Background: an optimization exercise with open tools, aiming at small area and a short achievable clock period. Do not read the settings as production practice. Function was checked by simulation only, so behaviour that the tests miss may differ from the original. Power and IR drop assume default switching activity.

==> flow/design.v (outline; a module is shown in full before it is edited, if it fits) <==
// module conv_energy_tree: 1685 lines
// module conv_fa: 10 lines
// module conv_xnor: 7 lines
// module conv_ha: 9 lines
// module conv_or: 7 lines
// module conv_energy_cmp: 618 lines
// module conv_xor: 7 lines
// module conv_nor: 7 lines
// module conv_peak_detect: 113 lines
module conv_peak_detect
#(
  parameter int unsigned MAX_LEN = 8,
  parameter int unsigned IDX_W   = 4
) (
  input  logic                  clk,
  input  logic                  rst,
  input  logic                  in_valid,
  input  logic [2*conv_pkg::SAMPLE_W-1:0] in_data,
  output logic                  out_valid,
  output conv_pkg::energy_t        out_peak,
  output logic [IDX_W-1:0]      out_idx,
  output logic [IDX_W-1:0]      out_len,
  output logic                  out_ovf,
  output logic                  out_err
);
  // ...
==> flow/run.sh <==
#!/bin/bash
# synth_recipe.tcl (not shown) runs the flow's synth.tcl, then flattens the netlist and writes it again
# the make line also repeats each setting of config.mk as NAME=value (left out here)
make -C /OpenROAD-flow-scripts/flow DESIGN_CONFIG=/design/flow/config.mk WORK_HOME=/design/flow/orfs CLKGATE_MAP_FILE= SYNTH_SCRIPT=/design/flow/synth_recipe.tcl finish
==> flow/config.mk <==
export PLATFORM = sky130hd
export DESIGN_NAME = conv_peak_detect
export DESIGN_NICKNAME = conv_peak_detect
export VERILOG_FILES = /design/flow/design.v
export SDC_FILE = /design/flow/constraint.sdc
export NUM_CORES = 4
export LEC_CHECK = 0
export ABC_CLOCK_PERIOD_IN_PS = 4000
export CAP_MARGIN = 20
export CORE_MARGIN = 2
export CORE_UTILIZATION = 40
export PLACE_DENSITY = 0.6
export SETUP_SLACK_MARGIN = 3.5
export SLEW_MARGIN = 20
export SYNTH_HIERARCHICAL = 1
export SYNTH_MINIMUM_KEEP_SIZE = 0
==> flow/constraint.sdc <==
create_clock -name core_clock -period 7.5 [get_ports {clk}]
set_input_delay 1.5000 -clock core_clock [delete_from_list [all_inputs] [get_ports {clk}]]
set_output_delay 1.5000 -clock core_clock [all_outputs]
set_load 0.01 [all_outputs]
==> metrics.yaml, run 1 <==
wl_per_cell_um: 19.5
power_density_mw_per_mm2: 336
antennaDiodeCount: 0
fin_ws_ns: 3.60
grt_util_met2: 0.306
hold_violations: 0
syn_nets: 1781
ir_drop_mv: 0.210
inverters: 25
via_count: 9731
crit_family: "adder cells"
globalplace.congestion: 0.864
grt_pass1_vias: 10800
io_buffers: 85
crit_cells: 7
wirelength_um: 37700
grt_max_degree: 52
grt_pass1_wl_um: 59800
tapCellCount: 525
final_cell_mix: "fa_1, nand2_1, dfxtp_1"
status: "complete, no violations"
die-area_mm2: 0.0417
grt_util_met3: 0.0394
powerComb_uw: 2920
wirelength_met1_um: 16800
multi_input_area_mm2: 0.0104
p_clk_frac: 0.194
tightest_slew_ns: 0.936
==> run 2, diff against run 1 <==
--- a/flow/config.mk
+++ b/flow/config.mk
@@ -12,3 +12,3 @@
 export PLACE_DENSITY = 0.6
-export SETUP_SLACK_MARGIN = 3.5
+export SETUP_SLACK_MARGIN = 3.0
 export SLEW_MARGIN = 20
==> run 2 against run 1 <==
Worst setup slack lost 0.36 ns; utilization shrank 0.082 points; non-clock buffer count is the same; die area is the same; synthesized area is the same; sequential share of layout area shrank 0.10 points; sequential cell count is the same; critical path depth is the same; critical path type unchanged; highest routed layer unchanged.
==> metrics.yaml, run 2 <==
cts_tree: "yes"  # unchanged
setup_viol: 0  # unchanged
grt_pass1_wl_um: 59800  # about the same
cpMostUsedCell: "fa_1"  # unchanged
path_cells: "nand2_1 > fa_1 > fa_1 > fa_1 > fa_1 > fa_1 > fa_1"  # unchanged
layout-drive-gt1-share: 0.0660  # was 0.0809
layout.nets: 1760  # unchanged
antennaDiodeCount: 0  # unchanged
path_max_fanout: 19  # unchanged
status: "complete, no violations"  # unchanged
relSlewSlack: 0.298  # was 0.376
clock_latency_ns: 0.55  # about the same
drv_slew: 0  # unchanged
drtPass1Iterations: 5  # unchanged
grt_setup_unrepaired: "no"  # unchanged
die_w_um: 204  # unchanged
htree_levels: 1  # unchanged
p_leak_uw: 0.00625  # about the same
syn_nets: 1781  # unchanged
io_buffers: 85  # unchanged
critPathKind: "register to register"  # unchanged
post-cts-setup-buffer-count: 0  # unchanged
cts.sinks: 203  # unchanged
whs_ns: 0.325  # about the same
hold_violations: 0  # unchanged
crit_family: "adder cells"  # unchanged
cp-start-kind: "register"  # unchanged
synth.avg_cell_area_um2: 11.4  # unchanged
min_path_type: "register to register"  # unchanged
viasPerCell: 5.01  # was 5.03
worstPathArrival_ns: 4.68  # was 4.31 ns
root_buffer: "clkbuf_16"  # unchanged
core-area_mm2: 0.0396  # unchanged
ctsResizeCount: 0  # was 16
drc: 0  # unchanged
fin_cells: 1934  # unchanged
power_density_mw_per_mm2: 337  # was 336 mW/mm²
fin_crit_sh: 0.568  # was 0.520
dp_cells: 1890  # unchanged
rows: 73  # unchanged
wirelength_um: 37600  # was 37700 µm
drv_cap: 0  # unchanged
pin_count: 86  # unchanged
grt_max_degree: 52  # unchanged
globalplace.congestion: 0.864  # unchanged
total_power_uw: 5840  # about the same
die-area_mm2: 0.0417  # unchanged
final_cell_mix: "fa_1, nand2_1, dfxtp_1"  # unchanged
reg_top3: "d1 x36, max_e x36, out_peak x36"  # unchanged
wl_per_cell_um: 19.5  # about the same
grt_pass1_vias: 10800  # about the same
ir_drop_mv: 0.212  # was 0.210 mV
fin_tns_setup_ns: 0  # unchanged
syn_area_mm2: 0.0160  # unchanged
postCtsHoldBufs: 0  # unchanged
worstPathRequired_ns: 7.91  # about the same
crit_buf_inv: 0  # unchanged
via_count: 9696  # was 9731
mostFrequentLayoutCell: "fa_1"  # unchanged
start_util: 0.404  # unchanged
fmax_ghz: 0.235  # was 0.257 GHz
cts-buffers-inserted: 24  # unchanged
areaGrowthSynthToFinish_pct: 8.12  # was 8.32%
cpPeakStageDelay_ns: 0.98  # was 0.67 ns
grtUsageTotal: 0.185  # about the same
dpl_cell_area_mm2: 0.0166  # unchanged
final.min_clock_period_ns: 4.26  # was 3.90 ns
dp_hpwl_um: 26900  # unchanged
fin_area_mm2: 0.0173  # was 0.0174 mm²
grt_overflow: 0  # unchanged
skew_ns: 0.0337  # was 0.0322 ns
drt-initial-drc-count: 544  # was 539
die_y_um: 204  # unchanged
synthCells: 1412  # unchanged
ys_warn_count: 7  # unchanged
critPathCaptureType: "register"  # unchanged
clockBufferDepth: 3  # unchanged
path_clk_slew_ns: 0.06  # about the same
tightest_slew_ns: 1.05  # was 0.936 ns
antenna_left: 0  # unchanged
cp_slowest_cell: "dfxtp_1"  # was dfxtp_2
antenna_found_initial: 0  # unchanged
[run 2: worst paths after layout]
check                            start        end  slack (ns)  cells after the start
worst min register to register      f1         f2        0.32                      0
worst max-delay path            d1[33]  hs2_n[14]        3.24                      7
worst max register to register  d1[33]  hs2_n[14]        3.24                      7
worst min-delay path                f1         f2        0.32                      0
[run 2: per-stage QoR]
step / setup slack, ns / util
3_5_place_dp: 3.27 / 0.418
6_report: 3.24 / 0.437
5_1_grt: 3.12 / 0.437
3_3_place_gp: 3.35 / 0.418
2_1_floorplan: 3.86 / -
4_1_cts: 3.28 / 0.437
[run 2: per-layer routing]
layer	vias to the layer above	GRT usage	wire length, µm
met5	-	0	0
met4	0	0.0461	712
met3	54	0.0394	2660
met2	334	0.306	17400
met1	4947	0.250	16800
li1	4361	-	-
[run 2: power by group]
| part | internal, µW | switching, µW |
|---|---|---|
| Combinational | 1370 | 1550 |
| Sequential | 1490 | 299 |
| Clock | 668 | 464 |
[run 2: cell type report]
class | count | area (µm²)
fillers | 3711 | 22300
flip-flops and latches | 203 | 4490
clock inverters | 8 | 83.8
repair buffers | 99 | 951
well taps | 525 | 657
multi-input cells | 1038 | 10400
clock buffers | 36 | 686
inverters | 25 | 93.8
==> run 3, diff against run 2 <==
--- a/flow/config.mk
+++ b/flow/config.mk
@@ -12,3 +12,3 @@
 export PLACE_DENSITY = 0.6
-export SETUP_SLACK_MARGIN = 3.0
+export SETUP_SLACK_MARGIN = 3.8
 export SLEW_MARGIN = 20
==> run 3 against run 2 <==
Sequential cell count did not move; combinational power barely moved; fmax rose by 16%; clock-buffer cell count did not move; via count rose by 1.3%; register-to-register slack improved by 0.60 ns; synthesized area did not move; highest routed layer unchanged; global-route usage barely moved; still clean; critical path type unchanged.
==> metrics.yaml, run 3 <==
dp_hpwl_um: 26900  # unchanged
reg_top3: "d1 x36, max_e x36, out_peak x36"  # unchanged
antennaDiodeCount: 0  # unchanged
hold_violations: 0  # unchanged
mostFrequentLayoutCell: "fa_1"  # unchanged
grtUsageTotal: 0.185  # about the same
core-area_mm2: 0.0396  # unchanged
rows: 73  # unchanged
layout.nets: 1782  # was 1760
via_count: 9818  # was 9696
drv_cap: 0  # unchanged
synthCells: 1412  # unchanged
fin_tns_setup_ns: 0  # unchanged
viasPerCell: 5.02  # was 5.01
grt_util_met3: 0.0403  # was 0.0394
wirelength_um: 37600  # about the same
grt_pass1_vias: 10800  # about the same
grt_util_met2: 0.305  # was 0.306
grt_util_met1: 0.248  # was 0.250
htree_levels: 1  # unchanged
drtPass1Iterations: 5  # unchanged
path_clk_slew_ns: 0.06  # about the same
drc: 0  # unchanged
fmax_ghz: 0.273  # was 0.235 GHz
syn_nets: 1781  # unchanged
cp-start-kind: "register"  # unchanged
root_buffer: "clkbuf_16"  # unchanged
drv_slew: 0  # unchanged
fin_ws_ns: 3.84  # was 3.24 ns
critPathKind: "register to register"  # unchanged
final_cell_mix: "fa_1, nand2_1, dfxtp_1"  # unchanged
grt_busiest_layer: "met2"  # unchanged
antenna_left: 0  # unchanged
drt-initial-drc-count: 599  # was 544
synth.avg_cell_area_um2: 11.4  # unchanged
areaGrowthSynthToFinish_pct: 10.2  # was 8.12%
clock_latency_ns: 0.55  # about the same
tightest_slew_ns: 0.938  # was 1.05 ns
setup_viol: 0  # unchanged
die-area_mm2: 0.0417  # unchanged
relSlewSlack: 0.375  # was 0.298
worstPathRequired_ns: 7.91  # about the same
grt_pass1_wl_um: 59700  # was 59800 µm
worstPathArrival_ns: 4.08  # was 4.68 ns
status: "complete, no violations"  # unchanged
grt_max_degree: 52  # unchanged
power_density_mw_per_mm2: 331  # was 337 mW/mm²
postCtsHoldBufs: 0  # unchanged
syn_area_mm2: 0.0160  # unchanged
die_w_um: 204  # unchanged
final.min_clock_period_ns: 3.66  # was 4.26 ns
path_max_fanout: 19  # unchanged
clockBufferDepth: 3  # unchanged
antenna_found_initial: 0  # unchanged
p_leak_uw: 0.00638  # was 0.00625 µW
min_path_type: "register to register"  # unchanged
grt_setup_unrepaired: "yes"  # was no
cts.sinks: 203  # unchanged
critPathCaptureType: "register"  # unchanged
grt_overflow: 0  # unchanged
ys_warn_count: 7  # unchanged
pin_count: 86  # unchanged
skew_ns: 0.0324  # was 0.0337 ns
layout-drive-gt1-share: 0.0964  # was 0.0660
die_y_um: 204  # unchanged
whs_ns: 0.325  # about the same
fin_crit_sh: 0.488  # was 0.568
ir_drop_mv: 0.210  # was 0.212 mV
place_ws_ns: 3.27  # unchanged
io_buffers: 85  # unchanged
wl_per_cell_um: 19.2  # was 19.5 µm
cts-buffers-inserted: 24  # unchanged
cts_tree: "yes"  # unchanged
start_util: 0.404  # unchanged
globalplace.congestion: 0.864  # unchanged
==> run 3: repair_timing <==
action | in CTS | in global routing
hold endpoints to repair | 0 | 0
resized for setup | 40 | 23
gates cloned | 0 | 1
endpoints found under the setup margin | 68 | 52
buffers inserted | 0 | 21
==> run 3: layout make-up <==
cell class	instances	area, µm²
tap	525	657
inverter	25	93.8
sequential	203	4570
fill	3690	22000
clock buffer	36	686
clock inverter	8	83.8
multi-input combinational	1039	10400
timing repair buffer	120	1170
==> run 3: through the flow <==
step / cell area, µm² / cells / power (µW) / util
floorplan: 16000 / 1412 / 4600 / -
global placement: 16600 / 1890 / 4590 / 0.418
detailed placement: 16600 / 1890 / 4720 / 0.418
CTS: 17400 / 1934 / 5890 / 0.439
global route: 17700 / 1956 / 6380 / 0.446
finish: 17700 / 1956 / 5850 / 0.446
==> run 3: layer usage <==
metal | wire length (µm) | up-vias | part of all wire
li1 | - | 4410 | -
met1 | 16400 | 5007 | 0.44
met2 | 17600 | 354 | 0.47
met3 | 2960 | 47 | 0.079
met4 | 659 | 0 | 0.018
met5 | 0 | - | 0
==> run 3: path summary, 6_finish.rpt <==
path,slack (ns),from,to,cells after the start
worst max-delay path,3.84,d1[24],hs2_n[14],7
worst min-delay path,0.33,f1,f2,0
worst max register to register,3.84,d1[24],hs2_n[14],7
worst min register to register,0.33,f1,f2,0
==> run 3: where the power goes <==
group	internal (µW)	switching, µW
Clock	668	463
Sequential	1480	291
Combinational	1390	1560
Total	3540	2310
==> run 3: worst max-delay path: stages (launching register included) <==
cell	delay, ns
dfxtp_4	0.52
nand2_1	0.12
fa_1	0.53
fa_1	0.58
fa_1	0.45
fa_1	0.39
fa_1	0.53
fa_1	0.43
==> run 4, diff against run 3 <==
--- a/flow/config.mk
+++ b/flow/config.mk
@@ -12,3 +12,3 @@
 export PLACE_DENSITY = 0.6
-export SETUP_SLACK_MARGIN = 3.8
+export SETUP_SLACK_MARGIN = 4.1
 export SLEW_MARGIN = 20
==> run 4 against run 3 <==
Still clean; register-to-register slack gained 0.12 ns; global-route usage increased by 1.2 points; hold slack hardly changed; clock-buffer cell count fell by 1; final cell count is 5.1% higher; die area stayed put; clock skew decreased by 0.013 ns; sequential share of layout area decreased by 1.9 points; sequential power hardly changed; wire length grew 8.6%; worst setup slack improved by 0.12 ns; critical path type unchanged; largest power group unchanged.
==> metrics.yaml, run 4 <==
status: "complete, no violations"  # unchanged
fin_crit_sh: 0.472  # was 0.488
grt_pass1_wl_um: 62900  # was 59700 µm
power_density_mw_per_mm2: 321  # was 331 mW/mm²
ir_drop_mv: 0.193  # was 0.210 mV
via_count: 10400  # was 9818
p_leak_uw: 0.00707  # was 0.00638 µW
syn_nets: 1781  # unchanged
drv_cap: 0  # unchanged
postCtsHoldBufs: 0  # unchanged
synthCells: 1412  # unchanged
cts_tree: "yes"  # unchanged
rr_worst_depth: 8  # was 7
antenna_found_initial: 0  # unchanged
reg2reg_from: "d1[27]"  # was d1[24]
fmax_ghz: 0.282  # was 0.273 GHz
die_y_um: 204  # unchanged
drc: 0  # unchanged
reg_top3: "d1 x36, max_e x36, out_peak x36"  # unchanged
final_cell_mix: "nand2_1, fa_1, dfxtp_1"  # was fa_1, nand2_1, dfxtp_1
pin_count: 86  # unchanged
drt-initial-drc-count: 755  # was 599
rows: 73  # unchanged
hold-path-cell-count: 0  # unchanged
clock_latency_ns: 0.54  # was 0.55 ns
critPathCaptureType: "register"  # unchanged
min_path_type: "register to register"  # unchanged
grt_busiest_layer: "met2"  # unchanged
fin_area_mm2: 0.0191  # was 0.0177 mm²
path_clk_slew_ns: 0.06  # about the same
tightest_slew_ns: 0.951  # was 0.938 ns
grt_pass1_vias: 11100  # was 10800
hold_start: "f1"  # unchanged
synth.avg_cell_area_um2: 11.4  # unchanged
mostFrequentLayoutCell: "nand2_1"  # was fa_1
critPathKind: "register to register"  # unchanged
start_util: 0.404  # unchanged
cp-start-kind: "register"  # unchanged
final.min_clock_period_ns: 3.54  # was 3.66 ns
grt_setup_unrepaired: "yes"  # unchanged
grt_util_met2: 0.323  # was 0.305
die_w_um: 204  # unchanged
wl_per_cell_um: 19.9  # was 19.2 µm
io_buffers: 85  # unchanged
layout-drive-gt1-share: 0.216  # was 0.0964
worstPathArrival_ns: 3.95  # was 4.08 ns
die-area_mm2: 0.0417  # unchanged
grt_max_degree: 52  # unchanged
skew_ns: 0.0192  # was 0.0324 ns
setup_viol: 0  # unchanged
grtUsageTotal: 0.197  # was 0.185
viasPerCell: 5.07  # was 5.02
syn_area_mm2: 0.0160  # unchanged
antennaDiodeCount: 0  # unchanged
drv_slew: 0  # unchanged
layout.nets: 1881  # was 1782
relSlewSlack: 0.366  # was 0.375
core-area_mm2: 0.0396  # unchanged
htree_levels: 1  # unchanged
wirelength_um: 40800  # was 37600 µm
fin_tns_setup_ns: 0  # unchanged
grt_util_met3: 0.0378  # was 0.0403
cts-buffers-inserted: 25  # was 24
hold_violations: 0  # unchanged
grt_util_met1: 0.263  # was 0.248
cts.sinks: 203  # unchanged
worstPathRequired_ns: 7.91  # about the same
areaGrowthSynthToFinish_pct: 19.3  # was 10.2%
crit_start: "d1[27]"  # was d1[24]
path_max_fanout: 6  # was 19
ys_warn_count: 7  # unchanged
drtPass1Iterations: 7  # was 5
grt_overflow: 0  # unchanged
root_buffer: "clkbuf_16"  # unchanged
dp_hpwl_um: 26600  # was 26900 µm
antenna_left: 0  # unchanged
clockBufferDepth: 3  # unchanged
dpl_cell_area_mm2: 0.0167  # was 0.0166 mm²
globalplace.congestion: 0.867  # was 0.864
## run 4: stage by stage
stage                     setup slack (ns)  power [µW]  instances   util  hold WS, ns
after floorplan                       3.92        4630       1412      -        0.310
final                                 3.96        6150       2056  0.483        0.325
after detailed placement              3.29        4720       1895  0.420        0.316
after global placement                3.30        4630       1895  0.420        0.316
after CTS                             3.99        6100       2025  0.469        0.324
after global routing                  3.90        6710       2056  0.483        0.327
## run 4: repair_timing
action / CTS / global route
hold endpoints to repair: 0 / 0
resized for setup: 117 / 84
setup buffers: 81 / 28
setup endpoints to repair: 80 / 71
gates cloned: 3 / 3
pin swaps: 18 / 35
## run 4: where the power goes
group	internal, µW	switching (µW)
Clock	769	470
Combinational	1500	1650
Sequential	1490	273
Total	3760	2390
## run 4: critical path, cell delays in order, from the launching register on
cell     delay [ns]
dfxtp_4        0.41
buf_4          0.13
nand2_1        0.07
fa_2           0.55
fa_2           0.45
fa_1           0.49
fa_2           0.38
fa_1           0.53
fa_1           0.40
## run 4: metal layers
metal | wire (µm) | share of wire
met3 | 2890 | 0.071
met2 | 19300 | 0.47
met4 | 1200 | 0.029
met5 | 0 | 0
met1 | 17400 | 0.43
## run 4: path summary, 6_finish.rpt
check             slack [ns]         to
setup / recovery        3.96  hs2_n[14]
hold / removal          0.33         f2
setup reg to reg        3.96  hs2_n[14]
hold reg to reg         0.33         f2
## run 4: layout make-up
cell class                      count  area, µm²
Sequential cell                   203       4580
Multi-Input combinational cell   1041      10700
Inverter                           25       93.8
Clock buffer                       35        713
Timing Repair Buffer              216       2260
Fill cell                        3522      20500
Tap cell                          525        657
Clock inverter                     11        148
==> run 5, diff against run 4 <==
==> flow/flow/run.sh (new file) <==
#!/bin/bash
set -euo pipefail
export BUFFER_PORTS_ARGS="-buffer_cell sky130_fd_sc_hd__buf_1"
bash standard.sh > standard.log 2>&1
==> flow/standard.sh (new file) <==
#!/bin/bash
# synth_recipe.tcl (not shown) runs the flow's synth.tcl, then flattens the netlist and writes it again
# the make line also repeats each setting of config.mk as NAME=value (left out here)
make -C /OpenROAD-flow-scripts/flow DESIGN_CONFIG=/design/flow/config.mk WORK_HOME=/design/flow/orfs CLKGATE_MAP_FILE= SYNTH_SCRIPT=/design/flow/synth_recipe.tcl "${@:-finish}"
--- a/flow/config.mk
+++ b/flow/config.mk
@@ -12,3 +12,3 @@
 export PLACE_DENSITY = 0.6
-export SETUP_SLACK_MARGIN = 4.1
+export SETUP_SLACK_MARGIN = 3.8
 export SLEW_MARGIN = 20
removed: flow/run.sh
==> run 5 against run 4 <==
Still clean; utilization fell by 5.3 points; worst setup slack worse by 0.092 ns; non-clock buffer count is 99 lower; global-route usage down 1.3 points; via count down 5.7%; critical path depth fell by 1; critical endpoint is now hs2_n[17]; largest cell class unchanged; highest routed layer unchanged.
==> metrics.yaml, run 5 <==
status: "complete, no violations"  # unchanged
ir_drop_mv: 0.228  # was 0.193 mV
p_sw_uw: 2300  # was 2390 µW
grtUsageTotal: 0.183  # was 0.197
path_clk_slew_ns: 0.06  # about the same
die_y_um: 204  # unchanged
cts.sinks: 203  # unchanged
drc: 0  # unchanged
tightest_slew_ns: 0.778  # was 0.951 ns
layout-drive-gt1-share: 0.0926  # was 0.216
via_count: 9827  # was 10400
pin_count: 86  # unchanged
setup_viol: 0  # unchanged
viasPerCell: 5.04  # was 5.07
antennaDiodeCount: 0  # unchanged
relSlewSlack: 0.481  # was 0.366
cts-buffers-inserted: 23  # was 25
grt_overflow: 0  # unchanged
grt_setup_unrepaired: "yes"  # unchanged
path_max_fanout: 19  # was 6
worstPathRequired_ns: 7.89  # was 7.91 ns
antenna_found_initial: 0  # unchanged
mostFrequentLayoutCell: "fa_1"  # was nand2_1
fin_tns_setup_ns: 0  # unchanged
synthCells: 1412  # unchanged
power_density_mw_per_mm2: 338  # was 321 mW/mm²
min_path_type: "register to register"  # unchanged
core-area_mm2: 0.0396  # unchanged
cts_tree: "yes"  # unchanged
die_w_um: 204  # unchanged
clockBufferDepth: 3  # unchanged
clock_latency_ns: 0.54  # about the same
ys_warn_count: 7  # unchanged
final.min_clock_period_ns: 3.63  # was 3.54 ns
io_buffers: 85  # unchanged
dpl_cell_area_mm2: 0.0160  # was 0.0167 mm²
die-area_mm2: 0.0417  # unchanged
cp-start-kind: "register"  # unchanged
postCtsHoldBufs: 0  # unchanged
fmax_ghz: 0.275  # was 0.282 GHz
final_core_util: 0.430  # was 0.483
swShare: 0.399  # was 0.389
hold_violations: 0  # unchanged
drv_slew: 0  # unchanged
drtPass1Iterations: 6  # was 7
synth.avg_cell_area_um2: 11.4  # unchanged
areaGrowthSynthToFinish_pct: 6.33  # was 19.3%
fin_cells: 1951  # was 2056
total_power_uw: 5760  # was 6150 µW
p_leak_uw: 0.00613  # was 0.00707 µW
dp_cells: 1890  # was 1895
htree_levels: 1  # unchanged
wl_per_cell_um: 19.1  # was 19.9 µm
grt_pass1_vias: 10800  # was 11100
p_clk_frac: 0.183  # was 0.201
wirelength_um: 37300  # was 40800 µm
worstPathArrival_ns: 4.03  # was 3.95 ns
start_util: 0.404  # unchanged
reg_top3: "d1 x36, max_e x36, out_peak x36"  # unchanged
grt_pass1_wl_um: 59400  # was 62900 µm
dp_hpwl_um: 27100  # was 26600 µm
final_cell_mix: "fa_1, nand2_1, dfxtp_1"  # was nand2_1, fa_1, dfxtp_1
layout.nets: 1778  # was 1881
fin_area_mm2: 0.0170  # was 0.0191 mm²
combPwrFrac: 0.510  # was 0.513
drv_cap: 0  # unchanged
fin_crit_sh: 0.484  # was 0.472
syn_nets: 1781  # unchanged
globalplace.congestion: 0.880  # was 0.867
skew_ns: 0.0323  # was 0.0192 ns
critPathCaptureType: "register"  # unchanged
critPathKind: "register to register"  # unchanged
drt-initial-drc-count: 546  # was 755
rows: 73  # unchanged
antenna_left: 0  # unchanged
root_buffer: "clkbuf_16"  # unchanged
power_frac_seq: 0.307  # was 0.286
syn_area_mm2: 0.0160  # unchanged
p_int_uw: 3460  # was 3760 µW
grt_max_degree: 52  # unchanged
## run 5: changes by cell type in the layout (fill, tap and decap cells not counted), sizes merged
cell / delta
buf: -13
inv: -2
bufinv: -3
o21a: -2
clkdlybuf4s50: -84
bufbuf: -1
## run 5: critical path: stages (launching register included)
cell	delay, ns
dfxtp_4	0.53
nand2_1	0.13
fa_1	0.50
fa_1	0.41
fa_1	0.45
fa_1	0.54
fa_1	0.44
fa_1	0.51
## run 5: final timing paths
| check | start | to | slack, ns | cells after the start |
|---|---|---|---|---|
| worst max-delay path | d1[25] | hs2_n[17] | 3.87 | 7 |
| worst min-delay path | f1 | f2 | 0.33 | 0 |
| worst max register to register | d1[25] | hs2_n[17] | 3.87 | 7 |
| worst min register to register | f1 | f2 | 0.33 | 0 |
## run 5: routing by layer
layer,global-route usage,part of all wire,wire length (µm),vias to the layer above
met1,0.245,0.44,16600,5074
met4,0.0474,0.017,619,0
li1,-,-,-,4393
met5,0,0,0,-
met3,0.0391,0.071,2640,48
met2,0.304,0.47,17500,312
## run 5: area by class of cell
cell class,instances,area (µm²)
Fill cell,3712,22600
Multi-Input combinational cell,1039,10400
Sequential cell,203,4570
Clock buffer,36,664
Tap cell,525,657
Timing Repair Buffer,117,623
Inverter,25,93.8
Clock inverter,6,43.8
## run 5: power groups by stage
stage / Clock, µW / Combinational, µW / Sequential, µW
floorplan: 0 / 2910 / 1700
global placement: 0 / 2800 / 1800
detailed placement: 0 / 2910 / 1800
CTS: 1090 / 2920 / 1780
global route: 1140 / 3370 / 1800
finish: 1050 / 2940 / 1770
## run 5: timing repair
| item | in CTS | in global routing |
|---|---|---|
| gates resized for setup | 40 | 20 |
| pin swaps | 0 | 1 |
| buffers inserted | 0 | 17 |
| cloned | 0 | 1 |
| setup endpoints to repair | 68 | 52 |
## run 5: metrics by stage
| stage | hold WS, ns | setup slack (ns) |
|---|---|---|
| final | 0.325 | 3.87 |
| after detailed placement | 0.318 | 3.34 |
| after global placement | 0.315 | 3.34 |
| after CTS | 0.328 | 3.82 |
| after global routing | 0.326 | 3.79 |
| after floorplan | 0.310 | 3.86 |
==> run 6, diff against run 5 <==
--- a/flow/config.mk
+++ b/flow/config.mk
@@ -11,2 +11,4 @@
 export CORE_UTILIZATION = 40
+export CTS_CLUSTER_DIAMETER = 80
+export CTS_CLUSTER_SIZE = 22
 export PLACE_DENSITY = 0.6
==> run 6 against run 5 <==
Synthesized area unchanged; final area fell by 2.0%; clock power decreased by 22%; global-route usage grew 0.062 points; wire length shrank 0.28%; clock-buffer cell count decreased by 17; largest cell class unchanged; largest power group unchanged.
==> metrics.yaml, run 6 <==
fin_area_mm2: 0.0167  # was 0.0170 mm²
viasPerCell: 5.07  # was 5.04
postCtsHoldBufs: 0  # unchanged
syn_area_mm2: 0.0160  # unchanged
grt_max_degree: 52  # unchanged
critPathCaptureType: "register"  # unchanged
cpMostUsedCell: "fa_1"  # unchanged
drt-initial-drc-count: 514  # was 546
wl_per_cell_um: 19.3  # was 19.1 µm
synthCells: 1412  # unchanged
tightest_slew_ns: 1.05  # was 0.778 ns
path_max_fanout: 19  # unchanged
globalplace.congestion: 0.880  # unchanged
core-area_mm2: 0.0396  # unchanged
antenna_left: 0  # unchanged
dp_hpwl_um: 27100  # unchanged
crit_buf_inv: 0  # unchanged
fin_crit_sh: 0.484  # about the same
fin_tns_setup_ns: 0  # unchanged
clock_latency_ns: 0.51  # was 0.54 ns
setup_viol: 0  # unchanged
die_w_um: 204  # unchanged
fmax_ghz: 0.275  # about the same
via_count: 9752  # was 9827
layout.nets: 1761  # was 1778
crit_family: "adder cells"  # unchanged
whs_ns: 0.336  # was 0.325 ns
grt_pass1_wl_um: 59400  # about the same
final.min_clock_period_ns: 3.63  # about the same
skew_ns: 0.0236  # was 0.0323 ns
pin_count: 86  # unchanged
worstPathArrival_ns: 4.01  # was 4.03 ns
die_y_um: 204  # unchanged
drv_slew: 0  # unchanged
synth.avg_cell_area_um2: 11.4  # unchanged
mostFrequentLayoutCell: "fa_1"  # unchanged
power_density_mw_per_mm2: 330  # was 338 mW/mm²
grt_pass1_vias: 10800  # about the same
ir_drop_mv: 0.161  # was 0.228 mV
critPathKind: "register to register"  # unchanged
status: "complete, no violations"  # unchanged
cp-start-kind: "register"  # unchanged
cts_tree: "yes"  # unchanged
relSlewSlack: 0.302  # was 0.481
clockBufferDepth: 3  # unchanged
htree_levels: 1  # unchanged
grtUsageTotal: 0.184  # was 0.183
dpl_cell_area_mm2: 0.0160  # unchanged
path_clk_slew_ns: 0.09  # was 0.06 ns
path_cells: "nand2_1 > fa_1 > fa_1 > fa_1 > fa_1 > fa_1 > fa_1"  # unchanged
die-area_mm2: 0.0417  # unchanged
syn_nets: 1781  # unchanged
cts.sinks: 203  # unchanged
wirelength_um: 37200  # was 37300 µm
io_buffers: 85  # unchanged
start_util: 0.404  # unchanged
grt_setup_unrepaired: "yes"  # unchanged
drtPass1Iterations: 5  # was 6
antenna_found_initial: 0  # unchanged
grt_overflow: 0  # unchanged
rows: 73  # unchanged
p_leak_uw: 0.00595  # was 0.00613 µW
worstPathRequired_ns: 7.88  # was 7.89 ns
cts-buffers-inserted: 15  # was 23
ys_warn_count: 7  # unchanged
drv_cap: 0  # unchanged
root_buffer: "clkbuf_16"  # unchanged
drc: 0  # unchanged
layout-drive-gt1-share: 0.0786  # was 0.0926
final_cell_mix: "fa_1, nand2_1, dfxtp_1"  # unchanged
cp_slowest_cell: "fa_1"  # unchanged
antennaDiodeCount: 0  # unchanged
hold_violations: 0  # unchanged
reg_top3: "d1 x36, max_e x36, out_peak x36"  # unchanged
cpPeakStageDelay_ns: 0.54  # about the same
areaGrowthSynthToFinish_pct: 4.20  # was 6.33%
min_path_type: "register to register"  # unchanged
run 6: changes by cell type in the layout (fill, tap and decap cells not counted), sizes merged:
cell and change:
buf -9, clkbuf -17, clkinvlp -1, inv +2
clkinv -2
run 6: worst paths after layout:
path	end	start	slack (ns)	cells after the start
max	hs2_n[17]	d1[25]	3.87	7
min	f2	f1	0.34	0
max reg2reg	hs2_n[17]	d1[25]	3.87	7
min reg2reg	f2	f1	0.34	0
run 6: report_power, final:
part / total (µW) / internal, µW / switching, µW
Combinational: 2930 / 1370 / 1570
Sequential: 1770 / 1480 / 283
Clock: 816 / 389 / 427
Total: 5510 / 3240 / 2280
run 6: worst register-to-register path, cell delays in order, from the launching register on:
cell and delay, ns:
dfxtp_4 0.53, nand2_1 0.15, fa_1 0.50, fa_1 0.41, fa_1 0.45, fa_1 0.54, fa_1 0.43, fa_1 0.50
run 6: cell type report:
type / count / area [µm²]
fill: 3740 / 22900
multi-input combinational: 1039 / 10400
sequential: 203 / 4570
tap: 525 / 657
timing repair buffer: 108 / 527
clock buffer: 19 / 390
inverter: 25 / 93.8
clock inverter: 5 / 72.6
run 6: layer usage:
layer | global-route usage | share of wire | up-vias
met1 | 0.247 | 0.45 | 5065
met2 | 0.305 | 0.47 | 285
li1 | - | - | 4358
met3 | 0.0383 | 0.069 | 44
met4 | 0.0471 | 0.016 | 0
met5 | 0 | 0 | -
run 6: repair_timing:
item                                    4_1_cts  5_1_grt
gates resized for setup                      36       20
buffers inserted                              0        9
pin swaps                                     0        1
gates cloned                                  0        1
endpoints found under the setup margin       68       56
run 6: stage by stage:
stage	total power (µW)	worst slack, ns	cells	util
global route	6070	3.76	1924	0.421
floorplan	4600	3.86	1412	-
global placement	4600	3.34	1890	0.405
finish	5510	3.87	1924	0.421
CTS	5550	3.80	1914	0.418
detailed placement	4720	3.34	1890	0.405
==> run 7, diff against run 6 <==
--- a/flow/config.mk
+++ b/flow/config.mk
@@ -11,4 +11,4 @@
 export CORE_UTILIZATION = 40
-export CTS_CLUSTER_DIAMETER = 80
-export CTS_CLUSTER_SIZE = 22
+export CTS_CLUSTER_DIAMETER = 100
+export CTS_CLUSTER_SIZE = 30
 export PLACE_DENSITY = 0.6
==> run 7 against run 6 <==
Synthesized area is the same; non-clock buffer count grew 6; hold slack lost 0.011 ns; fmax grew 0.16%; global-route usage shrank 0.12 points; clock-buffer cell count shrank 4; sequential share of layout area is essentially flat; clock skew grew 0.010 ns; combinational power is essentially flat; final area grew 0.16%; die area is the same; synthesized cell count is the same.
==> metrics.yaml, run 7 <==
mostFrequentLayoutCell: "fa_1"  # unchanged
drv_cap: 0  # unchanged
rr_worst_depth: 7  # unchanged
rr_endpoint: "hs2_n[17]"  # unchanged
grt_util_met3: 0.0367  # was 0.0383
ir_drop_mv: 0.147  # was 0.161 mV
synth.avg_cell_area_um2: 11.4  # unchanged
grt_pass1_wl_um: 59000  # was 59400 µm
reg2reg_slack_ns: 3.88  # was 3.87 ns
layout.nets: 1765  # was 1761
clock_latency_ns: 0.51  # about the same
wl_per_cell_um: 19.5  # was 19.3 µm
viasPerCell: 5.08  # was 5.07
drc: 0  # unchanged
antenna_left: 0  # unchanged
worstPathRequired_ns: 7.87  # was 7.88 ns
place_ws_ns: 3.34  # unchanged
reg_top3: "d1 x36, max_e x36, out_peak x36"  # unchanged
grt_busiest_layer: "met2"  # unchanged
min_path_type: "register to register"  # unchanged
clockBufferDepth: 3  # unchanged
hold_start: "f1"  # unchanged
multi_input_area_mm2: 0.0104  # about the same
cp-start-kind: "register"  # unchanged
die-area_mm2: 0.0417  # unchanged
synthCells: 1412  # unchanged
io_buffers: 85  # unchanged
cts_tree: "yes"  # unchanged
pin_count: 86  # unchanged
relSlewSlack: 0.297  # was 0.302
fin_crit_sh: 0.483  # was 0.484
dpl_cell_area_mm2: 0.0160  # unchanged
reg2reg_from: "d1[25]"  # unchanged
grt_setup_unrepaired: "no"  # was yes
setup_viol: 0  # unchanged
wirelength_um: 37500  # was 37200 µm
p_leak_uw: 0.00596  # was 0.00595 µW
skew_ns: 0.0340  # was 0.0236 ns
hold-path-cell-count: 0  # unchanged
worstPathArrival_ns: 3.99  # was 4.01 ns
status: "complete, no violations"  # unchanged
layout-drive-gt1-share: 0.0835  # was 0.0786
root_buffer: "clkbuf_16"  # unchanged
grt_util_met1: 0.244  # was 0.247
total_power_uw: 5460  # was 5510 µW
grtUsageTotal: 0.183  # was 0.184
hold_violations: 0  # unchanged
final_cell_mix: "fa_1, nand2_1, dfxtp_1"  # unchanged
seq_area_mm2: 0.00457  # unchanged
critPathCaptureType: "register"  # unchanged
start_util: 0.404  # unchanged
critPathKind: "register to register"  # unchanged
fin_ws_ns: 3.88  # was 3.87 ns
globalplace.congestion: 0.880  # unchanged
whs_ns: 0.325  # was 0.336 ns
htree_levels: 1  # unchanged
fin_tns_setup_ns: 0  # unchanged
die_w_um: 204  # unchanged
syn_area_mm2: 0.0160  # unchanged
cts.sinks: 203  # unchanged
grt_pass1_vias: 10700  # was 10800
fin_area_mm2: 0.0167  # about the same
grt_overflow: 0  # unchanged
drt-initial-drc-count: 642  # was 514
drtPass1Iterations: 5  # unchanged
tightest_slew_ns: 1.05  # about the same
power_density_mw_per_mm2: 326  # was 330 mW/mm²
grt_util_met2: 0.302  # was 0.305
hold_end: "f2"  # unchanged
via_count: 9791  # was 9752
ys_warn_count: 7  # unchanged
path_clk_slew_ns: 0.12  # was 0.09 ns
fill_cells: 3736  # was 3740
grt_max_degree: 52  # unchanged
antenna_found_initial: 0  # unchanged
dp_hpwl_um: 27100  # unchanged
syn_nets: 1781  # unchanged
drv_slew: 0  # unchanged
rows: 73  # unchanged
final.min_clock_period_ns: 3.62  # was 3.63 ns
antennaDiodeCount: 0  # unchanged
core-area_mm2: 0.0396  # unchanged
cts-buffers-inserted: 12  # was 15
die_y_um: 204  # unchanged
areaGrowthSynthToFinish_pct: 4.36  # was 4.20%
fmax_ghz: 0.276  # was 0.275 GHz
path_max_fanout: 19  # unchanged
[run 7: how the worst max path moves through the flow]
stage | from | endpoint | slack, ns | depth (start not counted)
4_1_cts | d1[30] | hs2_n[11] | 3.78 | 7
3_5_place_dp | d1[26] | hs2_n[11] | 3.34 | 7
2_1_floorplan | d1[33] | hs2_n[14] | 3.86 | 10
5_1_grt | d1[25] | hs2_n[16] | 3.80 | 7
3_3_place_gp | d1[26] | hs2_n[11] | 3.34 | 7
6_report | d1[25] | hs2_n[17] | 3.88 | 7
[run 7: timing repair]
action,in CTS,in global routing
resized for setup,37,21
hold buffers,0,0
cloned,0,2
setup buffers,0,15
endpoints found under the setup margin,67,56
pin swaps,0,2
[run 7: through the flow]
step                       util  std cells
after floorplan               -       1412
after global placement    0.405       1890
after detailed placement  0.405       1890
after CTS                 0.417       1910
after global routing      0.422       1927
final                     0.422       1927
[run 7: final cells by class]
| cell class | count | area share |
|---|---|---|
| inverters | 25 | 0.00561 |
| clock inverters | 5 | 0.00553 |
| clock buffers | 15 | 0.0199 |
| well taps | 525 | 0.0393 |
| flip-flops and latches | 203 | 0.273 |
| multi-input cells | 1040 | 0.622 |
| repair buffers | 114 | 0.0344 |
[run 7: power breakdown]
| part | switching [µW] | total, µW | internal (µW) |
|---|---|---|---|
| Combinational | 1580 | 2950 | 1370 |
| Sequential | 281 | 1760 | 1480 |
| Clock | 407 | 749 | 342 |
[run 7: per-layer routing]
metal  share of wire  vias to the layer above  wire (µm)
met5               0                        -          0
met4           0.024                        0        890
met3           0.065                       48       2430
met2            0.47                      302      17600
met1            0.44                     5081      16600
li1                -                     4360          -
[run 7: worst max-delay path: stages, from the launching register on]
cell,delay [ns]
dfxtp_4,0.52
nand2_1,0.12
fa_1,0.50
fa_1,0.42
fa_1,0.45
fa_1,0.54
fa_1,0.43
fa_1,0.50
==> run 8, diff against run 7 <==
==> flow/flow/run.sh (replaced) <==
#!/bin/bash
set -euo pipefail
export BUFFER_PORTS_ARGS="-buffer_cell sky130_fd_sc_hd__buf_1"
export CTS_ARGS="-sink_clustering_enable -repair_clock_nets -sink_clustering_size 30 -sink_clustering_max_diameter 100 -dont_use_dummy_load"
bash standard.sh > standard.log 2>&1
==> run 8 against run 7 <==
Clock skew is 0.026 ns higher; worst setup slack hardly changed; still clean on timing, DRC and antenna; synthesized area stayed put; global-route usage hardly changed; sequential cell count stayed put; non-clock buffer count is 9 lower.
==> metrics.yaml, run 8 <==
wirelength_um: 37200  # was 37500 µm
antenna_found_initial: 0  # unchanged
grt_pass1_vias: 10700  # about the same
critPathKind: "register to register"  # unchanged
core-area_mm2: 0.0396  # unchanged
die_y_um: 204  # unchanged
total_power_uw: 5340  # was 5460 µW
status: "complete, no violations"  # unchanged
fmax_ghz: 0.276  # about the same
fin_tns_setup_ns: 0  # unchanged
postCtsHoldBufs: 0  # unchanged
cts.sinks: 203  # unchanged
grtUsageTotal: 0.183  # about the same
cp-start-kind: "register"  # unchanged
layout.nets: 1756  # was 1765
io_buffers: 85  # unchanged
synthCells: 1412  # unchanged
antennaDiodeCount: 0  # unchanged
path_cells: "nand2_1 > fa_1 > fa_1 > fa_1 > fa_1 > fa_1 > fa_1"  # unchanged
syn_nets: 1781  # unchanged
final_cell_mix: "fa_1, nand2_1, dfxtp_1"  # unchanged
setup_viol: 0  # unchanged
die_w_um: 204  # unchanged
mostFrequentLayoutCell: "fa_1"  # unchanged
htree_levels: 1  # unchanged
dp_cells: 1890  # unchanged
drv_slew: 0  # unchanged
cpMostUsedCell: "fa_1"  # unchanged
drtPass1Iterations: 5  # unchanged
grt_overflow: 0  # unchanged
grt_setup_unrepaired: "yes"  # was no
final.min_clock_period_ns: 3.62  # about the same
drv_cap: 0  # unchanged
crit_family: "adder cells"  # unchanged
pin_count: 86  # unchanged
antenna_left: 0  # unchanged
root_buffer: "clkbuf_16"  # unchanged
critPathCaptureType: "register"  # unchanged
p_leak_uw: 0.00586  # was 0.00596 µW
cts_tree: "yes"  # unchanged
rows: 73  # unchanged
drc: 0  # unchanged
layout-drive-gt1-share: 0.0729  # was 0.0835
worstPathArrival_ns: 3.98  # was 3.99 ns
reg_top3: "d1 x36, max_e x36, out_peak x36"  # unchanged
via_count: 9697  # was 9791
tightest_slew_ns: 1.05  # about the same
path_clk_slew_ns: 0.12  # about the same
drt-initial-drc-count: 574  # was 642
power_density_mw_per_mm2: 323  # was 326 mW/mm²
viasPerCell: 5.08  # about the same
cts-buffers-inserted: 12  # unchanged
synth.avg_cell_area_um2: 11.4  # unchanged
die-area_mm2: 0.0417  # unchanged
dp_hpwl_um: 27100  # unchanged
ir_drop_mv: 0.134  # was 0.147 mV
wl_per_cell_um: 19.5  # about the same
globalplace.congestion: 0.880  # unchanged
skew_ns: 0.0601  # was 0.0340 ns
ys_warn_count: 7  # unchanged
grt_pass1_wl_um: 59000  # about the same
path_max_fanout: 19  # unchanged
clockBufferDepth: 3  # unchanged
start_util: 0.404  # unchanged
cpPeakStageDelay_ns: 0.54  # about the same
clock_latency_ns: 0.49  # was 0.51 ns
seq_area_mm2: 0.00457  # unchanged
relSlewSlack: 0.302  # was 0.297
grt_max_degree: 52  # unchanged
hold_violations: 0  # unchanged
syn_area_mm2: 0.0160  # unchanged
cp_slowest_cell: "fa_1"  # unchanged
areaGrowthSynthToFinish_pct: 3.10  # was 4.36%
min_path_type: "register to register"  # unchanged
worstPathRequired_ns: 7.86  # was 7.87 ns
fill_cells: 3750  # was 3736
fin_cells: 1910  # was 1927
fin_crit_sh: 0.483  # about the same
multi_input_area_mm2: 0.0104  # about the same
whs_ns: 0.333  # was 0.325 ns
crit_buf_inv: 0  # unchanged
## run 8: worst paths after layout
check         start   endpoint  slack [ns]  cells after the start
min reg2reg      f1         f2        0.33                      0
max reg2reg  d1[25]  hs2_n[17]        3.88                      7
max          d1[25]  hs2_n[17]        3.88                      7
min              f1         f2        0.33                      0
## run 8: power breakdown
part	switching (µW)	total, µW	internal, µW
sequential	285	1770	1480
combinational	1580	2950	1370
clock	344	632	288
## run 8: worst register-to-register path, cell delays in order (launching register included)
cell and delay (ns):
dfxtp_4 0.53, nand2_1 0.14, fa_1 0.51, fa_1 0.41, fa_1 0.45, fa_1 0.54, fa_1 0.43, fa_1 0.50
## run 8: cell type report
cell class | count | area share
Multi-Input combinational cell | 1040 | 0.630
Sequential cell | 203 | 0.276
Tap cell | 525 | 0.0397
Timing Repair Buffer | 105 | 0.0303
Clock buffer | 12 | 0.0182
Inverter | 25 | 0.00568
## run 8: repair_timing
| action | 4_1_cts | 5_1_grt |
|---|---|---|
| resized for setup | 32 | 24 |
| pin swaps | 0 | 1 |
| gates cloned | 0 | 2 |
| setup buffers | 0 | 6 |
| setup endpoints to repair | 67 | 55 |
## run 8: stage by stage
step	instance area (µm²)	utilization	worst slack, ns
finish	16500	0.417	3.88
global route	16500	0.417	3.79
CTS	16400	0.414	3.80
detailed placement	16000	0.405	3.34
global placement	16000	0.405	3.34
floorplan	16000	-	3.86
## run 8: per-layer routing
layer	vias to the layer above	GRT usage	routed length, µm
li1	4336	-	-
met1	5022	0.244	16600
met2	294	0.303	17500
met3	45	0.0370	2390
met4	0	0.0520	762
met5	-	0	0
==> run 9, diff against run 8 <==
==> flow/flow/run.sh (replaced) <==
#!/bin/bash
set -euo pipefail
export BUFFER_PORTS_ARGS="-buffer_cell sky130_fd_sc_hd__buf_1"
bash standard.sh > standard.log 2>&1
--- a/flow/config.mk
+++ b/flow/config.mk
@@ -11,4 +11,5 @@
 export CORE_UTILIZATION = 40
-export CTS_CLUSTER_DIAMETER = 100
-export CTS_CLUSTER_SIZE = 30
+export CTS_BUF_LIST = sky130_fd_sc_hd__clkbuf_8
+export CTS_CLUSTER_DIAMETER = 60
+export CTS_CLUSTER_SIZE = 14
 export PLACE_DENSITY = 0.6
==> run 9 against run 8 <==
Worst setup slack improved by 0.016 ns; critical path type unchanged; clock-buffer cell count increased by 15; still clean on timing, DRC and antenna; largest power group unchanged; combinational power about the same; sequential cell count unchanged; critical path depth unchanged; sequential share of layout area decreased by 0.41 points; clock power increased by about 30%; sequential power about the same; register-to-register slack improved by 0.02 ns; fmax increased by 0.45%; wire length decreased by 0.21%.
==> metrics.yaml, run 9 <==
status: "complete, no violations"  # unchanged
ir_drop_mv: 0.184  # was 0.134 mV
rows: 73  # unchanged
p_clk_frac: 0.149  # was 0.118
power_density_mw_per_mm2: 329  # was 323 mW/mm²
syn_area_mm2: 0.0160  # unchanged
globalplace.congestion: 0.880  # unchanged
clock_latency_ns: 0.58  # was 0.49 ns
p_sw_uw: 2260  # was 2210 µW
fin_crit_sh: 0.481  # was 0.483
hold_start: "f1"  # unchanged
grtUsageTotal: 0.184  # was 0.183
layout-drive-gt1-share: 0.0917  # was 0.0729
rr_worst_depth: 7  # unchanged
relSlewSlack: 0.307  # was 0.302
root_buffer: "clkbuf_8"  # was clkbuf_16
grt_setup_unrepaired: "no"  # was yes
hold_end: "f2"  # unchanged
grt_pass1_wl_um: 59500  # was 59000 µm
tightest_slew_ns: 1.04  # was 1.05 ns
cts.sinks: 203  # unchanged
pin_count: 86  # unchanged
syn_nets: 1781  # unchanged
skew_ns: 0.0558  # was 0.0601 ns
reg_top3: "d1 x36, max_e x36, out_peak x36"  # unchanged
core-area_mm2: 0.0396  # unchanged
reg2reg_slack_ns: 3.89  # was 3.88 ns
grt_max_degree: 52  # unchanged
hold-path-cell-count: 0  # unchanged
viasPerCell: 5.01  # was 5.08
cp-start-kind: "register"  # unchanged
combPwrFrac: 0.531  # was 0.551
power_frac_seq: 0.320  # was 0.331
rr_endpoint: "hs2_n[9]"  # was hs2_n[17]
final_cell_mix: "fa_1, nand2_1, dfxtp_1"  # unchanged
fin_tns_setup_ns: 0  # unchanged
dp_hpwl_um: 27100  # unchanged
via_count: 9731  # was 9697
start_util: 0.404  # unchanged
dp_cells: 1890  # unchanged
die_y_um: 204  # unchanged
fmax_ghz: 0.277  # was 0.276 GHz
path_clk_slew_ns: 0.10  # was 0.12 ns
drv_cap: 0  # unchanged
wl_per_cell_um: 19.1  # was 19.5 µm
final.min_clock_period_ns: 3.61  # was 3.62 ns
p_int_uw: 3260  # was 3140 µW
path_max_fanout: 19  # unchanged
wirelength_um: 37100  # was 37200 µm
drtPass1Iterations: 5  # unchanged
htree_levels: 1  # unchanged
synthCells: 1412  # unchanged
min_path_type: "register to register"  # unchanged
p_leak_uw: 0.00600  # was 0.00586 µW
antennaDiodeCount: 0  # unchanged
layout.nets: 1770  # was 1756
die_w_um: 204  # unchanged
cts_tree: "yes"  # unchanged
cts-buffers-inserted: 22  # was 12
ys_warn_count: 7  # unchanged
reg2reg_from: "d1[28]"  # was d1[25]
drc: 0  # unchanged
areaGrowthSynthToFinish_pct: 4.64  # was 3.10%
synth.avg_cell_area_um2: 11.4  # unchanged
antenna_left: 0  # unchanged
worstPathRequired_ns: 7.92  # was 7.86 ns
mostFrequentLayoutCell: "fa_1"  # unchanged
die-area_mm2: 0.0417  # unchanged
antenna_found_initial: 0  # unchanged
postCtsHoldBufs: 0  # unchanged
grt_pass1_vias: 10900  # was 10700
worstPathArrival_ns: 4.03  # was 3.98 ns
critPathKind: "register to register"  # unchanged
setup_viol: 0  # unchanged
critPathCaptureType: "register"  # unchanged
fin_cells: 1942  # was 1910
clockBufferDepth: 3  # unchanged
drt-initial-drc-count: 497  # was 574
swShare: 0.410  # was 0.413
grt_overflow: 0  # unchanged
io_buffers: 85  # unchanged
hold_violations: 0  # unchanged
drv_slew: 0  # unchanged
[run 9: area by class of cell]
cell class                      instances  area (µm²)
Sequential cell                       203        4570
Timing Repair Buffer                  110         553
Clock buffer                           27         372
Tap cell                              525         657
Inverter                               25        93.8
Clock inverter                         13         134
Multi-Input combinational cell       1039       10400
Fill cell                            3743       22900
[run 9: how the worst max path moves through the flow]
| stage | start | endpoint | slack, ns | cells after the start |
|---|---|---|---|---|
| after global routing | d1[24] | hs2_n[16] | 3.80 | 7 |
| after floorplan | d1[33] | hs2_n[14] | 3.86 | 10 |
| after detailed placement | d1[26] | hs2_n[11] | 3.34 | 7 |
| after global placement | d1[26] | hs2_n[11] | 3.34 | 7 |
| final | d1[28] | hs2_n[9] | 3.89 | 7 |
| after CTS | d1[35] | hs2_n[14] | 3.83 | 7 |
[run 9: metal layers]
layer	global-route usage	vias up	wire length [µm]
li1	-	4379	-
met1	0.245	4993	16400
met2	0.304	313	17400
met3	0.0394	46	2670
met4	0.0484	0	656
met5	0	-	0
[run 9: power groups by stage]
stage               clock network [µW]  registers (µW)  logic [µW]
CTS                                867            1770        2920
global route                       912            1800        3370
global placement                     0            1800        2800
finish                             823            1760        2930
detailed placement                   0            1800        2910
floorplan                            0            1700        2910
[run 9: critical path, cell delays in order, from the launching register on]
cell and delay [ns]:
dfxtp_4 0.53, nand2_1 0.13, fa_1 0.59, fa_1 0.44, fa_1 0.46, fa_1 0.39, fa_1 0.52, fa_1 0.40
[run 9: stage by stage]
stage	instance area [µm²]	power, µW	setup slack (ns)	util	hold slack (ns)
5_1_grt	16800	6080	3.80	0.423	0.339
3_3_place_gp	16000	4600	3.34	0.405	0.315
6_report	16800	5520	3.89	0.423	0.330
4_1_cts	16600	5560	3.83	0.419	0.338
3_5_place_dp	16000	4720	3.34	0.405	0.318
2_1_floorplan	16000	4600	3.86	-	0.310
[run 9: what timing repair did]
| item | CTS | global route |
|---|---|---|
| gates cloned | 0 | 1 |
| setup buffers | 0 | 11 |
| gates resized for setup | 40 | 20 |
| pin swaps | 0 | 1 |
| setup endpoints to repair | 70 | 51 |
==> run 10, diff against run 9 <==
==> flow/flow/run.sh (replaced) <==
#!/bin/bash
set -euo pipefail
export BUFFER_PORTS_ARGS="-buffer_cell sky130_fd_sc_hd__buf_1"
export CTS_ARGS="-sink_clustering_enable -repair_clock_nets -sink_clustering_size 16 -sink_clustering_max_diameter 60 -dont_use_dummy_load"
bash standard.sh > standard.log 2>&1
--- a/flow/config.mk
+++ b/flow/config.mk
@@ -11,5 +11,4 @@
 export CORE_UTILIZATION = 40
-export CTS_BUF_LIST = sky130_fd_sc_hd__clkbuf_8
 export CTS_CLUSTER_DIAMETER = 60
-export CTS_CLUSTER_SIZE = 14
+export CTS_CLUSTER_SIZE = 16
 export PLACE_DENSITY = 0.6
==> run 10 against run 9 <==
Critical path type unchanged; non-clock buffer count is 2 higher; via count increased by 0.11%; synthesized cell count unchanged.
==> metrics.yaml, run 10 <==
status: "complete, no violations"  # unchanged
clockBufferDepth: 3  # unchanged
tightest_slew_ns: 1.05  # was 1.04 ns
synthCells: 1412  # unchanged
drv_cap: 0  # unchanged
setup_viol: 0  # unchanged
cp-start-kind: "register"  # unchanged
critPathCaptureType: "register"  # unchanged
areaGrowthSynthToFinish_pct: 4.99  # was 4.64%
grt_pass1_wl_um: 59300  # was 59500 µm
fin_area_mm2: 0.0168  # about the same
final_cell_mix: "fa_1, nand2_1, dfxtp_1"  # unchanged
total_power_uw: 5610  # was 5520 µW
antenna_left: 0  # unchanged
reg_top3: "d1 x36, max_e x36, out_peak x36"  # unchanged
grt_setup_unrepaired: "no"  # unchanged
rows: 73  # unchanged
combPwrFrac: 0.523  # was 0.531
p_clk_frac: 0.162  # was 0.149
syn_area_mm2: 0.0160  # unchanged
critPathKind: "register to register"  # unchanged
fill_cells: 3720  # was 3743
min_path_type: "register to register"  # unchanged
io_buffers: 85  # unchanged
path_max_fanout: 19  # unchanged
wl_per_cell_um: 19.2  # was 19.1 µm
swShare: 0.400  # was 0.410
fmax_ghz: 0.277  # about the same
clock_latency_ns: 0.54  # was 0.58 ns
via_count: 9742  # was 9731
drtPass1Iterations: 5  # unchanged
cts.sinks: 203  # unchanged
wirelength_um: 37100  # about the same
drt-initial-drc-count: 528  # was 497
htree_levels: 1  # unchanged
hold_violations: 0  # unchanged
fin_crit_sh: 0.481  # about the same
core-area_mm2: 0.0396  # unchanged
drv_slew: 0  # unchanged
layout-drive-gt1-share: 0.0835  # was 0.0917
ys_warn_count: 7  # unchanged
p_leak_uw: 0.00602  # was 0.00600 µW
p_int_uw: 3360  # was 3260 µW
rr_worst_depth: 8  # was 7
start_util: 0.404  # unchanged
grt_pass1_vias: 10800  # was 10900
p_sw_uw: 2250  # was 2260 µW
grt_max_degree: 52  # unchanged
power_frac_seq: 0.315  # was 0.320
worstPathArrival_ns: 3.98  # was 4.03 ns
dp_hpwl_um: 27100  # unchanged
worstPathRequired_ns: 7.87  # was 7.92 ns
power_density_mw_per_mm2: 333  # was 329 mW/mm²
hold-path-cell-count: 0  # unchanged
dpl_cell_area_mm2: 0.0160  # unchanged
final.min_clock_period_ns: 3.61  # about the same
fin_tns_setup_ns: 0  # unchanged
mostFrequentLayoutCell: "fa_1"  # unchanged
root_buffer: "clkbuf_16"  # was clkbuf_8
drc: 0  # unchanged
die-area_mm2: 0.0417  # unchanged
ir_drop_mv: 0.218  # was 0.184 mV
relSlewSlack: 0.302  # was 0.307
cts_tree: "yes"  # unchanged
layout.nets: 1772  # was 1770
antenna_found_initial: 0  # unchanged
viasPerCell: 5.06  # was 5.01
antennaDiodeCount: 0  # unchanged
grt_overflow: 0  # unchanged
die_w_um: 204  # unchanged
syn_nets: 1781  # unchanged
skew_ns: 0.0610  # was 0.0558 ns
final_core_util: 0.425  # was 0.423
die_y_um: 204  # unchanged
synth.avg_cell_area_um2: 11.4  # unchanged
grtUsageTotal: 0.183  # was 0.184
globalplace.congestion: 0.880  # unchanged
pin_count: 86  # unchanged
path_clk_slew_ns: 0.07  # was 0.10 ns
cts-buffers-inserted: 22  # unchanged
-- run 10: area by class of cell --
class	instances	area (µm²)	area share
well taps	525	657	0.0390
repair buffers	112	564	0.0335
multi-input cells	1039	10400	0.618
flip-flops and latches	203	4570	0.271
clock buffers	22	551	0.0327
inverters	25	93.8	0.00557
-- run 10: worst paths after layout --
kind / startpoint / to / slack [ns]
max: d1[6] / hs2_n[9] / 3.89
min: f1 / f2 / 0.33
max reg2reg: d1[6] / hs2_n[9] / 3.89
min reg2reg: f1 / f2 / 0.33
-- run 10: stage by stage --
step                hold WS [ns]  worst slack, ns  instances
floorplan                  0.310             3.86       1412
global placement           0.315             3.34       1890
detailed placement         0.318             3.34       1890
CTS                        0.330             3.80       1912
global route               0.333             3.80       1926
finish                     0.328             3.89       1926
-- run 10: power by group through the flow --
stage / logic [µW] / clock network (µW) / registers, µW
after floorplan: 2910 / 0 / 1700
after global placement: 2800 / 0 / 1800
after detailed placement: 2910 / 0 / 1800
after CTS: 2920 / 950 / 1780
after global routing: 3370 / 992 / 1800
final: 2940 / 908 / 1770
-- run 10: critical path: stages, from the launching register on --
cell and delay (ns):
dfxtp_1 0.31, buf_4 0.30, nand2_1 0.14, fa_1 0.46, fa_1 0.54, fa_1 0.43
fa_1 0.38, fa_1 0.52, fa_1 0.40
-- run 10: timing repair --
item,CTS,global route
gates resized for setup,39,20
cloned,0,1
pin swaps,0,1
hold buffers,0,0
setup buffers,0,13
setup endpoints to repair,68,51
-- run 10: layer usage --
layer | global-route usage | wire [µm] | share of wire | up-vias
met3 | 0.0389 | 2580 | 0.070 | 52
li1 | - | - | - | 4369
met2 | 0.304 | 17300 | 0.47 | 296
met5 | 0 | 0 | 0 | -
met1 | 0.245 | 16500 | 0.45 | 5025
met4 | 0.0476 | 640 | 0.017 | 0
==> run 11, diff against run 10 <==
==> flow/flow/run.sh (replaced) <==
#!/bin/bash
set -euo pipefail
export BUFFER_PORTS_ARGS="-buffer_cell sky130_fd_sc_hd__buf_1"
export CTS_ARGS="-sink_clustering_enable -repair_clock_nets -sink_clustering_size 22 -sink_clustering_max_diameter 80 -dont_use_dummy_load"
bash standard.sh > standard.log 2>&1
--- a/flow/config.mk
+++ b/flow/config.mk
@@ -11,4 +11,4 @@
 export CORE_UTILIZATION = 40
-export CTS_CLUSTER_DIAMETER = 60
-export CTS_CLUSTER_SIZE = 16
+export CTS_CLUSTER_DIAMETER = 80
+export CTS_CLUSTER_SIZE = 22
 export PLACE_DENSITY = 0.6
==> run 11 against run 10 <==
Global-route usage is 0.074 points higher; largest power group unchanged; hold slack gained 0.0053 ns; sequential share of layout area grew 0.38 points; utilization is 0.58 points lower; clock skew down 0.010 ns; still clean.
==> metrics.yaml, run 11 <==
setup_viol: 0  # unchanged
antenna_found_initial: 0  # unchanged
path_max_fanout: 19  # unchanged
cpPeakStageDelay_ns: 0.54  # about the same
fmax_ghz: 0.277  # about the same
clockBufferDepth: 3  # unchanged
drv_cap: 0  # unchanged
cpMostUsedCell: "fa_1"  # unchanged
grt_overflow: 0  # unchanged
critPathKind: "register to register"  # unchanged
drc: 0  # unchanged
critPathCaptureType: "register"  # unchanged
via_count: 9709  # was 9742
rr_endpoint: "hs2_n[17]"  # was hs2_n[9]
hold_end: "f2"  # unchanged
clock_latency_ns: 0.51  # was 0.54 ns
path_cells: "nand2_1 > fa_1 > fa_1 > fa_1 > fa_1 > fa_1 > fa_1"  # was buf_4 > nand2_1 > fa_1 > fa_1 > fa_1 > fa_1 > fa_1 > fa_1
syn_nets: 1781  # unchanged
crit_buf_inv: 0  # was 1
postCtsHoldBufs: 0  # unchanged
skew_ns: 0.0507  # was 0.0610 ns
die_w_um: 204  # unchanged
reg2reg_from: "d1[25]"  # was d1[6]
start_util: 0.404  # unchanged
cp_slowest_cell: "fa_1"  # unchanged
fin_tns_setup_ns: 0  # unchanged
reg2reg_slack_ns: 3.89  # about the same
crit_family: "adder cells"  # unchanged
htree_levels: 1  # unchanged
wirelength_um: 37200  # was 37100 µm
fin_crit_sh: 0.482  # was 0.481
grt_max_degree: 52  # unchanged
whs_ns: 0.333  # was 0.328 ns
ir_drop_mv: 0.160  # was 0.218 mV
die_y_um: 204  # unchanged
ys_warn_count: 7  # unchanged
relSlewSlack: 0.292  # was 0.302
reg_top3: "d1 x36, max_e x36, out_peak x36"  # unchanged
cts.sinks: 203  # unchanged
tightest_slew_ns: 1.06  # was 1.05 ns
wl_per_cell_um: 19.5  # was 19.2 µm
die-area_mm2: 0.0417  # unchanged
worstPathRequired_ns: 7.88  # was 7.87 ns
layout.nets: 1760  # was 1772
dp_hpwl_um: 27100  # unchanged
hold_violations: 0  # unchanged
root_buffer: "clkbuf_16"  # unchanged
hold-path-cell-count: 0  # unchanged
power_density_mw_per_mm2: 327  # was 333 mW/mm²
final_cell_mix: "fa_1, nand2_1, dfxtp_1"  # unchanged
grtUsageTotal: 0.184  # was 0.183
viasPerCell: 5.07  # was 5.06
drtPass1Iterations: 5  # unchanged
pin_count: 86  # unchanged
areaGrowthSynthToFinish_pct: 3.56  # was 4.99%
grt_pass1_vias: 10800  # about the same
cts_tree: "yes"  # unchanged
synth.avg_cell_area_um2: 11.4  # unchanged
synthCells: 1412  # unchanged
path_clk_slew_ns: 0.09  # was 0.07 ns
drv_slew: 0  # unchanged
drt-initial-drc-count: 593  # was 528
syn_area_mm2: 0.0160  # unchanged
io_buffers: 85  # unchanged
p_leak_uw: 0.00591  # was 0.00602 µW
layout-drive-gt1-share: 0.0749  # was 0.0835
final.min_clock_period_ns: 3.61  # about the same
rows: 73  # unchanged
grt_pass1_wl_um: 59400  # was 59300 µm
core-area_mm2: 0.0396  # unchanged
mostFrequentLayoutCell: "fa_1"  # unchanged
status: "complete, no violations"  # unchanged
worstPathArrival_ns: 4.00  # was 3.98 ns
globalplace.congestion: 0.880  # unchanged
antennaDiodeCount: 0  # unchanged
antenna_left: 0  # unchanged
cp-start-kind: "register"  # unchanged
rr_worst_depth: 7  # was 8
grt_setup_unrepaired: "no"  # unchanged
cts-buffers-inserted: 15  # was 22
min_path_type: "register to register"  # unchanged
hold_start: "f1"  # unchanged
run 11: layout make-up:
class,instances,area (µm²)
flip-flops and latches,203,4570
fillers,3743,23000
well taps,525,657
clock buffers,15,375
inverters,25,93.8
repair buffers,107,512
multi-input cells,1039,10400
run 11: layer usage:
metal  vias up  track usage  wire length, µm
met5         -            0                0
met4         0       0.0502              677
met3        44       0.0386             2490
met2       274        0.303            17300
met1      5045        0.247            16800
li1       4346            -                -
run 11: what timing repair did:
item	4_1_cts	5_1_grt
pin swaps	0	1
gates cloned	0	1
setup buffers	0	8
setup endpoints to repair	67	56
resized for setup	32	22
run 11: worst max path at each step:
stage | startpoint | endpoint | slack (ns) | depth (start not counted)
floorplan | d1[33] | hs2_n[14] | 3.86 | 10
global placement | d1[26] | hs2_n[11] | 3.34 | 7
detailed placement | d1[26] | hs2_n[11] | 3.34 | 7
CTS | d1[29] | hs2_n[11] | 3.79 | 7
global route | d1[20] | hs2_n[14] | 3.80 | 8
finish | d1[25] | hs2_n[17] | 3.89 | 7
run 11: through the flow:
| step | cells | utilization | instance area (µm²) | total power, µW | setup WS, ns |
|---|---|---|---|---|---|
| global route | 1914 | 0.419 | 16600 | 5980 | 3.80 |
| global placement | 1890 | 0.405 | 16000 | 4600 | 3.34 |
| detailed placement | 1890 | 0.405 | 16000 | 4720 | 3.34 |
| CTS | 1905 | 0.416 | 16500 | 5460 | 3.79 |
| finish | 1914 | 0.419 | 16600 | 5430 | 3.89 |
| floorplan | 1412 | - | 16000 | 4600 | 3.86 |
run 11: power breakdown:
group,total [µW],switching [µW],internal (µW)
sequential,1770,283,1480
clock,731,376,356
combinational,2930,1560,1360
total,5430,2220,3200

-- separate check: timing with driven ports --
In the flow no input, the clock included, has a driving cell. The finished layouts below were timed again as built, in two steps. Step 1, drivers: a clkbuf_16 drives clk and a buf_2 each remaining input, both assumed. Step 2 also shifts input and output timing later by t, the mid clock arrival at the registers, as if the neighbouring blocks saw the same clock. a / b / c = ideal ports / drivers / drivers and shift; a / b = the first two.
| run | t (ns) | setup slack, ns | worst setup path at the end | worst slew at a driven data input, ns |
|---|---|---|---|---|
| run 1 | 0.583 | 3.602 / 3.602 / 3.602 | register to register | 0.05 |
| run 2 | 0.583 | 3.238 / 3.238 / 3.238 | register to register | 0.05 |
| run 3 | 0.582 | 3.838 / 3.838 / 3.838 | register to register | 0.05 |
| run 4 | 0.579 | 3.959 / 3.959 / 3.959 | register to register | 0.04 |
| run 5 | 0.571 | 3.867 / 3.867 / 3.867 | register to register | 0.05 |
| run 6 | 0.553 | 3.870 / 3.870 / 3.870 | register to register | 0.04 |
| run 7 | 0.540 | 3.876 / 3.876 / 3.876 | register to register | 0.05 |
| run 8 | 0.520 | 3.876 / 3.876 / 3.876 | register to register | 0.05 |
| run 9 | 0.601 | 3.892 / 3.892 / 3.892 | register to register | 0.05 |
| run 10 | 0.555 | 3.891 / 3.891 / 3.891 | register to register | 0.05 |
| run 11 | 0.540 | 3.886 / 3.886 / 3.886 | register to register | 0.04 |
After both steps every run listed still meets setup and hold.
